This is an optimization exercise on Yosys and OpenROAD, whose aim is small area, a short achievable clock period and few clock cycles per item, not a production implementation.
At most, simulation tests tie the RTL to the original design; equivalence was not proved.

## 05-09
## astar_open_sort_top
module astar_open_sort_top (
	input  logic                Clk,
	input  logic                Reset,
	input  logic                node_valid,
	output logic                node_ready,
	input  logic [8-1:0] node_x,
	input  logic [8-1:0] node_y,
	input  logic [8-1:0] start_x,
	input  logic [8-1:0] start_y,
	input  logic [8-1:0] goal_x,
	input  logic [8-1:0] goal_y,
	input  logic                sort_start,
	output logic                out_valid,
	input  logic                out_ready,
	output logic [8-1:0] out_x,
	output logic [8-1:0] out_y,
	output logic [10-1:0]  out_cost,
	output logic                out_last,
	output logic                busy
);
Size: about 2900 cells after synthesis, ~510 flip-flops, roughly 83 I/O pins.
export LEC_CHECK = 0
export CAP_MARGIN = 20
export CORE_MARGIN = 2
export CORE_UTILIZATION = 40
export SLEW_MARGIN = 20
create_clock -name core_clock -period 13.0 [get_ports {Clk}]
standard.sh (not shown) runs the stock make flow with config.mk's settings and CLKGATE_MAP_FILE= SYNTH_SCRIPT=/design/flow/synth_recipe.tcl, a recipe that flattens the netlist after the stock synthesis.
==> flow/flow/run.sh <==
#!/bin/bash
# Standard layout with two changes:
#  - synthesis maps logic with flow/map.abc (ABC without its own buffering
#    and sizing; the placer's repair sizes and buffers instead). Registers
#    are mapped before ABC, exactly as in the standard synthesis.
#  - timing repair aims SETUP_SLACK_MARGIN below the clock period.
set -euo pipefail
W=$PWD
sed 's|^source \$::env(SCRIPTS_DIR)/synth_preamble.tcl$|&\nset abc_args [lreplace $abc_args 1 1 '"$W"'/flow/map.abc]|' \
	"$FLOW_HOME/scripts/synth.tcl" > "$W/map_synth.tcl"
grep -q "flow/map.abc" "$W/map_synth.tcl"
sed 's|^source \$::env(SCRIPTS_DIR)/synth.tcl$|source '"$W"'/map_synth.tcl|' "$W/synth_recipe.tcl" > "$W/map_synth_recipe.tcl"
grep -q "map_synth.tcl" "$W/map_synth_recipe.tcl"
bash standard.sh SYNTH_SCRIPT="$W/map_synth_recipe.tcl" SETUP_SLACK_MARGIN=7.4 \
	CTS_ARGS="-sink_clustering_enable -repair_clock_nets -dont_use_dummy_load -buf_list sky130_fd_sc_hd__clkbuf_8 -sink_clustering_size 14 -sink_clustering_max_diameter 60" \
	finish > standard_flow.log 2>&1
==> flow/flow/map.abc <==
&get -n
&st
&dch
&nf
&put
05-09 did not stop at any stage, and its layout met the timing, design-rule and antenna checks.
Testbench counts of 05-09, summed over its fixed seeds: cycles 29,278, batches 1,280.
Input-level comparison between 02-03 and 05-09:
-- flow/flow/run.sh --
<<< 05-09, line 13
grep -q "map_synth.tcl" "$W/map_synth_recipe.tcl"
bash standard.sh SYNTH_SCRIPT="$W/map_synth_recipe.tcl" SETUP_SLACK_MARGIN=7.4 \
	CTS_ARGS="-sink_clustering_enable -repair_clock_nets -dont_use_dummy_load -buf_list sky130_fd_sc_hd__clkbuf_8 -sink_clustering_size 14 -sink_clustering_max_diameter 60" \
>>> 02-03, line 13
grep -q "map_synth.tcl" "$W/map_synth_recipe.tcl"
bash standard.sh SYNTH_SCRIPT="$W/map_synth_recipe.tcl" SETUP_SLACK_MARGIN=7.4 SYNTH_HIERARCHICAL=1 \
	CTS_ARGS="-sink_clustering_enable -repair_clock_nets -dont_use_dummy_load -buf_list sky130_fd_sc_hd__clkbuf_8 -sink_clustering_size 14 -sink_clustering_max_diameter 60" \
--- outcome ---
Looking at final area, 02-03 sits about 5% lower than 05-09 does. On number of placed instances, taps included, 02-03 and 05-09 are neck and neck. 02-03 against 05-09; synthesized cell count is up slightly. In terms of data arrival at the endpoint of the critical path, 05-09 and 02-03 differ only marginally. Taking 05-09 over 02-03, the wire length ratio works out to 1.12. On area of the core, the higher figure sits with 05-09, not 02-03. 02-03 vs 05-09: met2 routed wirelength down in 02-03. 02-03 was carried through to the last stage, and its layout satisfied the timing, design-rule and antenna checks.

astar_open_sort_top again, from the RTL that the note above started with.
Design astar_open_sort_top, start of the top module:
module astar_open_sort_top (
	input  logic                Clk,
	input  logic                Reset,
	input  logic                node_valid,
	output logic                node_ready,
	input  logic [8-1:0] node_x,
	input  logic [8-1:0] node_y,
	input  logic [8-1:0] start_x,
	input  logic [8-1:0] start_y,
	input  logic [8-1:0] goal_x,
	input  logic [8-1:0] goal_y,
	input  logic                sort_start,
	output logic                out_valid,
	input  logic                out_ready,
	output logic [8-1:0] out_x,
	output logic [8-1:0] out_y,
	output logic [10-1:0]  out_cost,
	output logic                out_last,
	output logic                busy
);
export LEC_CHECK = 0
export CAP_MARGIN = 20
export CORE_MARGIN = 2
export CORE_UTILIZATION = 65
export SLEW_MARGIN = 20
create_clock -name core_clock -period 13.0 [get_ports {Clk}]
==> flow/flow/run.sh <==
#!/bin/bash
# Standard layout with two changes:
#  - synthesis maps logic with flow/map.abc (ABC without its own buffering
#    and sizing; the placer's repair sizes and buffers instead). Registers
#    are mapped before ABC, exactly as in the standard synthesis.
#  - timing repair aims SETUP_SLACK_MARGIN below the clock period.
set -euo pipefail
W=$PWD
sed 's|^source \$::env(SCRIPTS_DIR)/synth_preamble.tcl$|&\nset abc_args [lreplace $abc_args 1 1 '"$W"'/flow/map.abc]|' \
	"$FLOW_HOME/scripts/synth.tcl" > "$W/map_synth.tcl"
grep -q "flow/map.abc" "$W/map_synth.tcl"
sed 's|^source \$::env(SCRIPTS_DIR)/synth.tcl$|source '"$W"'/map_synth.tcl|' "$W/synth_recipe.tcl" > "$W/map_synth_recipe.tcl"
grep -q "map_synth.tcl" "$W/map_synth_recipe.tcl"
bash standard.sh SYNTH_SCRIPT="$W/map_synth_recipe.tcl" SETUP_SLACK_MARGIN=7.4 \
	CTS_ARGS="-sink_clustering_enable -repair_clock_nets -dont_use_dummy_load -buf_list sky130_fd_sc_hd__clkbuf_8 -sink_clustering_size 14 -sink_clustering_max_diameter 60" \
	finish > standard_flow.log 2>&1
Scripts as last shown in full above: flow/flow/map.abc
The first run completed with no timing, DRC or antenna violations.
Testbench counts at the start, summed over its fixed seeds: cycles 29,278, batches 1,280.
Next try:
==> flow/flow/run.sh (replaced) <==
#!/bin/bash
# Standard layout, with timing repair aimed 7.5 ns below the clock period.
set -euo pipefail
bash standard.sh SETUP_SLACK_MARGIN=7.5 finish > standard_flow.log 2>&1
Settings changed: CORE_UTILIZATION 65 to 40.
removed: flow/flow/map.abc
=> Worst setup slack improves by 300 ps; wire length fell by 14%; die area went up by 76%; via count went down by 13%; count of clock-buffer cells in the layout climbs by 30; global-route usage went down by 19 points; first-iteration DRC count drops by 51%; area after synthesis came out higher by 9.2%; sequential share of layout area decreases by 3.0 points.
Next try:
Settings changed: CORE_UTILIZATION 40 to 65.
Result:
- worst hold slack is about the same
- core utilization came out higher by 28 points
- non-clock buffer count came out higher by 1
- clock-buffer cell count came out higher by 7
- maximum frequency barely changes
- area after synthesis is unchanged
- cell area came out lower slightly
- setup slack degrades by 5.9 ps
- register-to-register slack degrades by 120 ps
- first-iteration DRC count came out higher by well over a third

astar_open_sort_top, a different RTL version from the one above (not shown whole).
Size in the first run: roughly 2,600 cells after synthesis, roughly 500 flip-flops, ~24,000 um2 of cells after synthesis.
Settings: LEC_CHECK=0, CAP_MARGIN=20, CORE_MARGIN=2, CORE_UTILIZATION=40, SLEW_MARGIN=20; clock period 13.0 ns.
==> flow/flow/run.sh <==
#!/bin/bash
# Layout flow: the standard flow (standard.sh) with these changes:
#  - synthesis: Yosys's synth runs without its generic ABC pass (-noabc), so
#    the adder extraction sees the full adders as written; each module is mapped on its own (SYNTH_HIERARCHICAL=1; all
#    registers sit in the top module, so their names are the standard ones) and
#    ABC maps with flow/map.abc (the standard speed script without ABC's own
#    buffering and sizing; placement's repair buffers and sizes instead).
#    Registers are mapped before ABC, exactly as in the standard synthesis.
#  - timing repair aims SETUP_SLACK_MARGIN below the clock period.
#  - clock tree: smaller buffers, no dummy loads.
# Each tool's full output stays in orfs/logs/; make's output in standard_flow.log.
set -euo pipefail
W=$PWD
MARGIN=7.4
CTS="-sink_clustering_enable -repair_clock_nets -dont_use_dummy_load -buf_list sky130_fd_sc_hd__clkbuf_4 -sink_clustering_size 8 -sink_clustering_max_diameter 40"
EXTRA=(BUFFER_PORTS_ARGS="-buffer_cell sky130_fd_sc_hd__buf_1")
sed 's|^source \$::env(SCRIPTS_DIR)/synth_preamble.tcl$|&\nset abc_args [lreplace $abc_args 1 1 '"$W"'/flow/map.abc]|' \
	"$FLOW_HOME/scripts/synth.tcl" > "$W/map_synth.tcl"
grep -q "flow/map.abc" "$W/map_synth.tcl"
sed -e 's|^source \$::env(SCRIPTS_DIR)/synth.tcl$|source '"$W"'/map_synth.tcl|' \
	-e 's|^proc synth {args} { yosys synth -nofsm -noshare {\*}\$args }$|proc synth {args} { yosys synth -nofsm -noshare -noabc {*}$args }|' \
	"$W/synth_recipe.tcl" > "$W/map_synth_recipe.tcl"
grep -q "map_synth.tcl" "$W/map_synth_recipe.tcl"
grep -q -- "-noabc" "$W/map_synth_recipe.tcl"
bash standard.sh SYNTH_SCRIPT="$W/map_synth_recipe.tcl" SYNTH_HIERARCHICAL=1 \
	SETUP_SLACK_MARGIN="$MARGIN" CTS_ARGS="$CTS" "${EXTRA[@]}" \
	finish > standard_flow.log 2>&1
==> flow/flow/map.abc <==
&get -n
&st
&dch
&nf
&put
The first run finished clean.
Testbench counts at the start, summed over its fixed seeds: cycles 29,278, batches 1,280.
Rerun with:
--- a/flow/flow/run.sh
+++ b/flow/flow/run.sh
@@ -6 +6 @@
-#    ABC maps with flow/map.abc (the standard speed script without ABC's own
+#    ABC maps with flow/map.abc (choice-based mapping with extra area recovery;
@@ -15 +15 @@
-CTS="-sink_clustering_enable -repair_clock_nets -dont_use_dummy_load -buf_list sky130_fd_sc_hd__clkbuf_4 -sink_clustering_size 8 -sink_clustering_max_diameter 40"
+CTS="-sink_clustering_enable -repair_clock_nets -dont_use_dummy_load -buf_list sky130_fd_sc_hd__clkbuf_4 -sink_clustering_size 10 -sink_clustering_max_diameter 45"
==> flow/flow/map.abc (replaced) <==
&get -n
&st
&dch
&nf -R 1000
&put
What happened: Cell count fell by 1.3%. Fmax came out lower by 0.60%. First-iteration DRC count rises by 11%. Count of clock-buffer cells in the layout goes down by 15. Setup slack is worse by 0.034 ns. Core utilization shrinks by 0.47 points. Area after synthesis shrinks by 1.5%.
Rerun with:
--- a/flow/flow/run.sh
+++ b/flow/flow/run.sh
@@ -6 +6 @@
-#    ABC maps with flow/map.abc (choice-based mapping with extra area recovery;
+#    ABC maps with flow/map.abc (the standard speed script without ABC's own
@@ -14,2 +14,2 @@
-MARGIN=7.4
-CTS="-sink_clustering_enable -repair_clock_nets -dont_use_dummy_load -buf_list sky130_fd_sc_hd__clkbuf_4 -sink_clustering_size 10 -sink_clustering_max_diameter 45"
+MARGIN=7.5
+CTS="-sink_clustering_enable -repair_clock_nets -dont_use_dummy_load -buf_list sky130_fd_sc_hd__clkbuf_8 -sink_clustering_size 14 -sink_clustering_max_diameter 60"
==> flow/flow/map.abc (replaced) <==
&get -n
&st
&dch
&nf
&put
Result: The changed run passed the timing, design-rule and antenna checks; wire length grows by a few percent; final area grows slightly; cell count barely changes.
Rerun with:
--- a/flow/flow/run.sh
+++ b/flow/flow/run.sh
@@ -14,2 +14,2 @@
-MARGIN=7.5
-CTS="-sink_clustering_enable -repair_clock_nets -dont_use_dummy_load -buf_list sky130_fd_sc_hd__clkbuf_8 -sink_clustering_size 14 -sink_clustering_max_diameter 60"
+MARGIN=7.4
+CTS="-sink_clustering_enable -repair_clock_nets -dont_use_dummy_load -buf_list sky130_fd_sc_hd__clkbuf_4 -sink_clustering_size 10 -sink_clustering_max_diameter 45"
=>
- wire length is higher by about 0.38%
- design area is lower by 0.37%
- sequential cell count stays the same
Rerun with:
--- a/flow/flow/run.sh
+++ b/flow/flow/run.sh
@@ -15 +15 @@
-CTS="-sink_clustering_enable -repair_clock_nets -dont_use_dummy_load -buf_list sky130_fd_sc_hd__clkbuf_4 -sink_clustering_size 10 -sink_clustering_max_diameter 45"
+CTS="-sink_clustering_enable -repair_clock_nets -dont_use_dummy_load -buf_list sky130_fd_sc_hd__clkbuf_8 -sink_clustering_size 14 -sink_clustering_max_diameter 60"
What happened:
- synthesized cell count is unchanged
- die area is unchanged
- cell area rose by 0.34%
- non-clock buffer count stays the same

astar_open_sort_top, a different RTL version from the one above (not shown whole).
Size: about 29000 sq um of cells after synthesis.
## astar_open_sort_top
module astar_open_sort_top (
	input  logic                Clk,
	input  logic                Reset,
	input  logic                node_valid,
	output logic                node_ready,
	input  logic [8-1:0] node_x,
	input  logic [8-1:0] node_y,
	input  logic [8-1:0] start_x,
	input  logic [8-1:0] start_y,
	input  logic [8-1:0] goal_x,
	input  logic [8-1:0] goal_y,
	input  logic                sort_start,
	output logic                out_valid,
	input  logic                out_ready,
	output logic [8-1:0] out_x,
	output logic [8-1:0] out_y,
	output logic [10-1:0]  out_cost,
	output logic                out_last,
	output logic                busy
);
Settings: LEC_CHECK=0, CAP_MARGIN=20, CORE_MARGIN=2, CORE_UTILIZATION=40, SLEW_MARGIN=20; clock period 13.0 ns.
==> flow/flow/run.sh <==
#!/bin/bash
# Standard layout, with timing repair aimed 6.5 ns below the clock period.
set -euo pipefail
bash standard.sh SETUP_SLACK_MARGIN=6.5 finish > standard_flow.log 2>&1
The first run completed without violations.
==> next run, changes <==
==> flow/flow/run.sh (replaced) <==
#!/bin/bash
# Standard layout, with timing repair aimed 7.5 ns below the clock period.
set -euo pipefail
bash standard.sh SETUP_SLACK_MARGIN=7.5 finish > standard_flow.log 2>&1
Outcome: Global-route usage hardly moves; worst setup slack gains 0.79 ns; cell area goes up by 2.5%; maximum frequency went up by 14%; critical path depth does not change; first-iteration DRC count rises by 20%; register-to-register slack gets better by 0.04 ns; wire length goes up by 0.69%.
No run of this note included a check of the RTL's function; only the layout flow was run.

== run 1 ==
astar_open_sort_top, a different RTL version from the one above (not shown whole).
Size in the first run: ~2700 cells after synthesis, roughly 500 flip-flops, ~0.024 mm2 of cells after synthesis.
export LEC_CHECK = 0
export CAP_MARGIN = 20
export CORE_MARGIN = 2
export CORE_UTILIZATION = 40
export SLEW_MARGIN = 20
create_clock -name core_clock -period 13.0 [get_ports {Clk}]
==> flow/flow/run.sh <==
#!/bin/bash
# Standard layout with two changes:
#  - synthesis maps logic with flow/map.abc (ABC without its own buffering
#    and sizing; the placer's repair sizes and buffers instead). Registers
#    are mapped before ABC, exactly as in the standard synthesis.
#  - timing repair aims SETUP_SLACK_MARGIN below the clock period.
set -euo pipefail
W=$PWD
sed 's|^source \$::env(SCRIPTS_DIR)/synth_preamble.tcl$|&\nset abc_args [lreplace $abc_args 1 1 '"$W"'/flow/map.abc]|' \
	"$FLOW_HOME/scripts/synth.tcl" > "$W/map_synth.tcl"
grep -q "flow/map.abc" "$W/map_synth.tcl"
sed 's|^source \$::env(SCRIPTS_DIR)/synth.tcl$|source '"$W"'/map_synth.tcl|' "$W/synth_recipe.tcl" > "$W/map_synth_recipe.tcl"
grep -q "map_synth.tcl" "$W/map_synth_recipe.tcl"
bash standard.sh SYNTH_SCRIPT="$W/map_synth_recipe.tcl" SETUP_SLACK_MARGIN=7.4 SYNTH_HIERARCHICAL=1 \
	CTS_ARGS="-sink_clustering_enable -repair_clock_nets -dont_use_dummy_load -buf_list sky130_fd_sc_hd__clkbuf_8 -sink_clustering_size 14 -sink_clustering_max_diameter 60" \
	finish > standard_flow.log 2>&1
==> flow/flow/map.abc <==
&get -n
&st
&dch
&nf
&put
In summary, run 1 completed successfully, with a layout that passed the timing, design-rule and antenna checks.
Testbench counts of run 1, summed over its fixed seeds: cycles 29,278, batches 1,280.
Input changes introduced in run 2 (baseline for comparison: run 1):
# run 1
export LEC_CHECK = 0
export CAP_MARGIN = 20
export CORE_MARGIN = 2
export CORE_UTILIZATION = 40
export SLEW_MARGIN = 20
create_clock -name core_clock -period 13.0 [get_ports {Clk}]
# run 2
export LEC_CHECK = 0
export CAP_MARGIN = 20
export CORE_MARGIN = 2
export CORE_UTILIZATION = 40
export PLACE_DENSITY = 0.75
export SLEW_MARGIN = 20
create_clock -name core_clock -period 13.0 [get_ports {Clk}]
==> flow/flow/run.sh <==
#!/bin/bash
# Layout flow: the standard flow (standard.sh) with these changes:
#  - synthesis: Yosys's synth runs without its generic ABC pass (-noabc), so
#    the adder extraction sees the full adders as written; each module is mapped on its own (SYNTH_HIERARCHICAL=1; all
#    registers sit in the top module, so their names are the standard ones) and
#    ABC maps with flow/map.abc (the standard speed script without ABC's own
#    buffering and sizing; placement's repair buffers and sizes instead).
#    Registers are mapped before ABC, exactly as in the standard synthesis.
#  - timing repair aims SETUP_SLACK_MARGIN below the clock period.
#  - clock tree: smaller buffers, no dummy loads.
# Each tool's full output stays in orfs/logs/; make's output in standard_flow.log.
set -euo pipefail
W=$PWD
MARGIN=7.4
CTS="-sink_clustering_enable -repair_clock_nets -dont_use_dummy_load -buf_list sky130_fd_sc_hd__clkbuf_8 -sink_clustering_size 14 -sink_clustering_max_diameter 60"
EXTRA=(BUFFER_PORTS_ARGS="-buffer_cell sky130_fd_sc_hd__buf_1")
sed 's|^source \$::env(SCRIPTS_DIR)/synth_preamble.tcl$|&\nset abc_args [lreplace $abc_args 1 1 '"$W"'/flow/map.abc]|' \
	"$FLOW_HOME/scripts/synth.tcl" > "$W/map_synth.tcl"
grep -q "flow/map.abc" "$W/map_synth.tcl"
sed -e 's|^source \$::env(SCRIPTS_DIR)/synth.tcl$|source '"$W"'/map_synth.tcl|' \
	-e 's|^proc synth {args} { yosys synth -nofsm -noshare {\*}\$args }$|proc synth {args} { yosys synth -nofsm -noshare -noabc {*}$args }|' \
	"$W/synth_recipe.tcl" > "$W/map_synth_recipe.tcl"
grep -q "map_synth.tcl" "$W/map_synth_recipe.tcl"
grep -q -- "-noabc" "$W/map_synth_recipe.tcl"
bash standard.sh SYNTH_SCRIPT="$W/map_synth_recipe.tcl" SYNTH_HIERARCHICAL=1 \
	SETUP_SLACK_MARGIN="$MARGIN" CTS_ARGS="$CTS" "${EXTRA[@]}" \
	finish > standard_flow.log 2>&1
- From run 1 to run 2 the numbers moved as follows: fmax climbed 0.38%, final core utilization has decreased.
- In the flow results for run 2 and run 1, the footprint of the multi-input gates is larger on run 1.
- Sequential fraction of the synthesis area, run 2 and run 1: smaller value in run 1
- Run 2 leaves more setup margin than run 1.
- The run showing the smaller filler-free cell count of the finished design is run 2.
- Higher number of cells on the critical path goes to run 1 over run 2.
- Sort run 2 and run 1 by gate count after technology mapping, ascending, and run 2 comes first.
- Number of iterations in the first detailed-routing pass ended up 1 lower on run 2 than on run 1.
- [run 2] via count fell about 3.6% relative to run 1
Changes in run 3 relative to run 2:
# run 2
export LEC_CHECK = 0
export CAP_MARGIN = 20
export CORE_MARGIN = 2
export CORE_UTILIZATION = 40
export PLACE_DENSITY = 0.75
export SLEW_MARGIN = 20
create_clock -name core_clock -period 13.0 [get_ports {Clk}]
# run 3
export LEC_CHECK = 0
export CAP_MARGIN = 20
export CORE_MARGIN = 2
export CORE_UTILIZATION = 40
export SLEW_MARGIN = 20
create_clock -name core_clock -period 13.0 [get_ports {Clk}]
==> flow/flow/run.sh <==
#!/bin/bash
# Layout flow: the standard flow (standard.sh) with these changes:
#  - synthesis: each module is mapped on its own (SYNTH_HIERARCHICAL=1; all
#    registers sit in the top module, so their names are the standard ones) and
#    ABC maps with flow/map.abc (the standard speed script without ABC's own
#    buffering and sizing; placement's repair buffers and sizes instead).
#    Registers are mapped before ABC, exactly as in the standard synthesis.
#  - timing repair aims SETUP_SLACK_MARGIN below the clock period.
#  - clock tree: smaller buffers, no dummy loads.
# Each tool's full output stays in orfs/logs/; make's output in standard_flow.log.
set -euo pipefail
W=$PWD
MARGIN=7.4
CTS="-sink_clustering_enable -repair_clock_nets -dont_use_dummy_load -buf_list sky130_fd_sc_hd__clkbuf_8 -sink_clustering_size 14 -sink_clustering_max_diameter 60"
EXTRA=(BUFFER_PORTS_ARGS="-buffer_cell sky130_fd_sc_hd__buf_1")
sed 's|^source \$::env(SCRIPTS_DIR)/synth_preamble.tcl$|&\nset abc_args [lreplace $abc_args 1 1 '"$W"'/flow/map.abc]|' \
	"$FLOW_HOME/scripts/synth.tcl" > "$W/map_synth.tcl"
grep -q "flow/map.abc" "$W/map_synth.tcl"
sed 's|^source \$::env(SCRIPTS_DIR)/synth.tcl$|source '"$W"'/map_synth.tcl|' "$W/synth_recipe.tcl" > "$W/map_synth_recipe.tcl"
grep -q "map_synth.tcl" "$W/map_synth_recipe.tcl"
bash standard.sh SYNTH_SCRIPT="$W/map_synth_recipe.tcl" SYNTH_HIERARCHICAL=1 \
	SETUP_SLACK_MARGIN="$MARGIN" CTS_ARGS="$CTS" "${EXTRA[@]}" \
	finish > standard_flow.log 2>&1
[summary]
Relative to run 2, the final routed wirelength across all metal layers of run 3 is higher by 7200 um. In terms of highest attainable clock frequency, run 3 and run 2 differ only marginally. [compare] base=run 2 new=run 3: TritonCTS buffer count saw an increase.
Here is what was changed in the inputs of run 4 compared with run 3.
# run 3
export LEC_CHECK = 0
export CAP_MARGIN = 20
export CORE_MARGIN = 2
export CORE_UTILIZATION = 40
export SLEW_MARGIN = 20
create_clock -name core_clock -period 13.0 [get_ports {Clk}]
# run 4
export LEC_CHECK = 0
export CAP_MARGIN = 20
export CORE_MARGIN = 2
export CORE_UTILIZATION = 50
export SLEW_MARGIN = 20
create_clock -name core_clock -period 13.0 [get_ports {Clk}]
==> flow/flow/run.sh <==
#!/bin/bash
# Layout flow: the standard flow (standard.sh) with these changes:
#  - synthesis: Yosys's synth runs without its generic ABC pass (-noabc), so
#    the adder extraction sees the full adders as written; each module is mapped on its own (SYNTH_HIERARCHICAL=1; all
#    registers sit in the top module, so their names are the standard ones) and
#    ABC maps with flow/map.abc (the standard speed script without ABC's own
#    buffering and sizing; placement's repair buffers and sizes instead).
#    Registers are mapped before ABC, exactly as in the standard synthesis.
#  - timing repair aims SETUP_SLACK_MARGIN below the clock period.
#  - clock tree: smaller buffers, no dummy loads.
# Each tool's full output stays in orfs/logs/; make's output in standard_flow.log.
set -euo pipefail
W=$PWD
MARGIN=7.4
CTS="-sink_clustering_enable -repair_clock_nets -dont_use_dummy_load -buf_list sky130_fd_sc_hd__clkbuf_8 -sink_clustering_size 14 -sink_clustering_max_diameter 60"
EXTRA=(BUFFER_PORTS_ARGS="-buffer_cell sky130_fd_sc_hd__buf_1")
sed 's|^source \$::env(SCRIPTS_DIR)/synth_preamble.tcl$|&\nset abc_args [lreplace $abc_args 1 1 '"$W"'/flow/map.abc]|' \
	"$FLOW_HOME/scripts/synth.tcl" > "$W/map_synth.tcl"
grep -q "flow/map.abc" "$W/map_synth.tcl"
sed -e 's|^source \$::env(SCRIPTS_DIR)/synth.tcl$|source '"$W"'/map_synth.tcl|' \
	-e 's|^proc synth {args} { yosys synth -nofsm -noshare {\*}\$args }$|proc synth {args} { yosys synth -nofsm -noshare -noabc {*}$args }|' \
	"$W/synth_recipe.tcl" > "$W/map_synth_recipe.tcl"
grep -q "map_synth.tcl" "$W/map_synth_recipe.tcl"
grep -q -- "-noabc" "$W/map_synth_recipe.tcl"
bash standard.sh SYNTH_SCRIPT="$W/map_synth_recipe.tcl" SYNTH_HIERARCHICAL=1 \
	SETUP_SLACK_MARGIN="$MARGIN" CTS_ARGS="$CTS" "${EXTRA[@]}" \
	finish > standard_flow.log 2>&1
--- outcome ---
Going from run 3 to run 4, met2 routed wirelength saw an increase, final instance area -about 2.2%, number of distinct library cell variants in the gate-level netlist after synthesis shrank by 4. Of run 3 and run 4, the lower starting density of the core belongs to run 3. Diff run 3 and run 4: number of instances in the synthesized netlist lower in run 4. The share of the cycle needed by the critical path after routing of run 3 and that of run 4 are within noise of each other. Minimum clock period for run 4 is higher than for run 3. Run 4 — share of post-route cells with drive strength above 1 0.37 points lower, run 3 as reference.

==> separate check: timing with driven ports <==
The flow's constraints put no driver on any port. The routed layouts listed below were extracted and timed again, unchanged, in two steps.
Step 1 assumes that a clkbuf_16 drives the clock port and a buf_2 every other input.
Step 2 times the ports against the registers' clock, not the clock port: input delays grow and output delays shrink by t, the midpoint of the rising clock arrivals with the driver on.
Three values: ideal, step 1, step 2; two values: the first two.
run	shift t [ns]	setup slack, ns	pins driven straight from the clock port
05-09	0.692	7.418 / 7.385 / 6.806	1
02-03	0.698	7.412 / 7.375 / 6.798	1
the first run of note 2	0.710	7.112 / 7.130 / 6.420	1
the second run of note 2	0.674	7.414 / 7.377 / 6.896	1
the third run of note 2	0.667	7.409 / 7.375 / 6.812	1
the first run of note 3	0.879	7.430 / 7.393 / 7.161	1
the second run of note 3	0.848	7.396 / 7.364 / 7.042	1
the third run of note 3	0.678	7.424 / 7.388 / 7.119	1
the fourth run of note 3	0.861	7.430 / 7.393 / 7.154	1
the fifth run of note 3	0.677	7.430 / 7.393 / 7.121	1
the first run of note 4	0.686	6.630 / 6.606 / 6.166	1
the second run of note 4	0.690	7.417 / 7.384 / 6.814	1
run 1	0.686	7.381 / 7.380 / 6.718	1
run 2	0.674	7.402 / 7.371 / 6.805	1
run 3	0.694	7.399 / 7.364 / 6.866	1
run 4	0.696	7.395 / 7.364 / 6.911	1
After both steps every run listed still meets setup and hold. For the first run of note 2, which loses most, drivers alone change the setup slack by +0.018 ns; drivers and shift together by -0.692 ns.
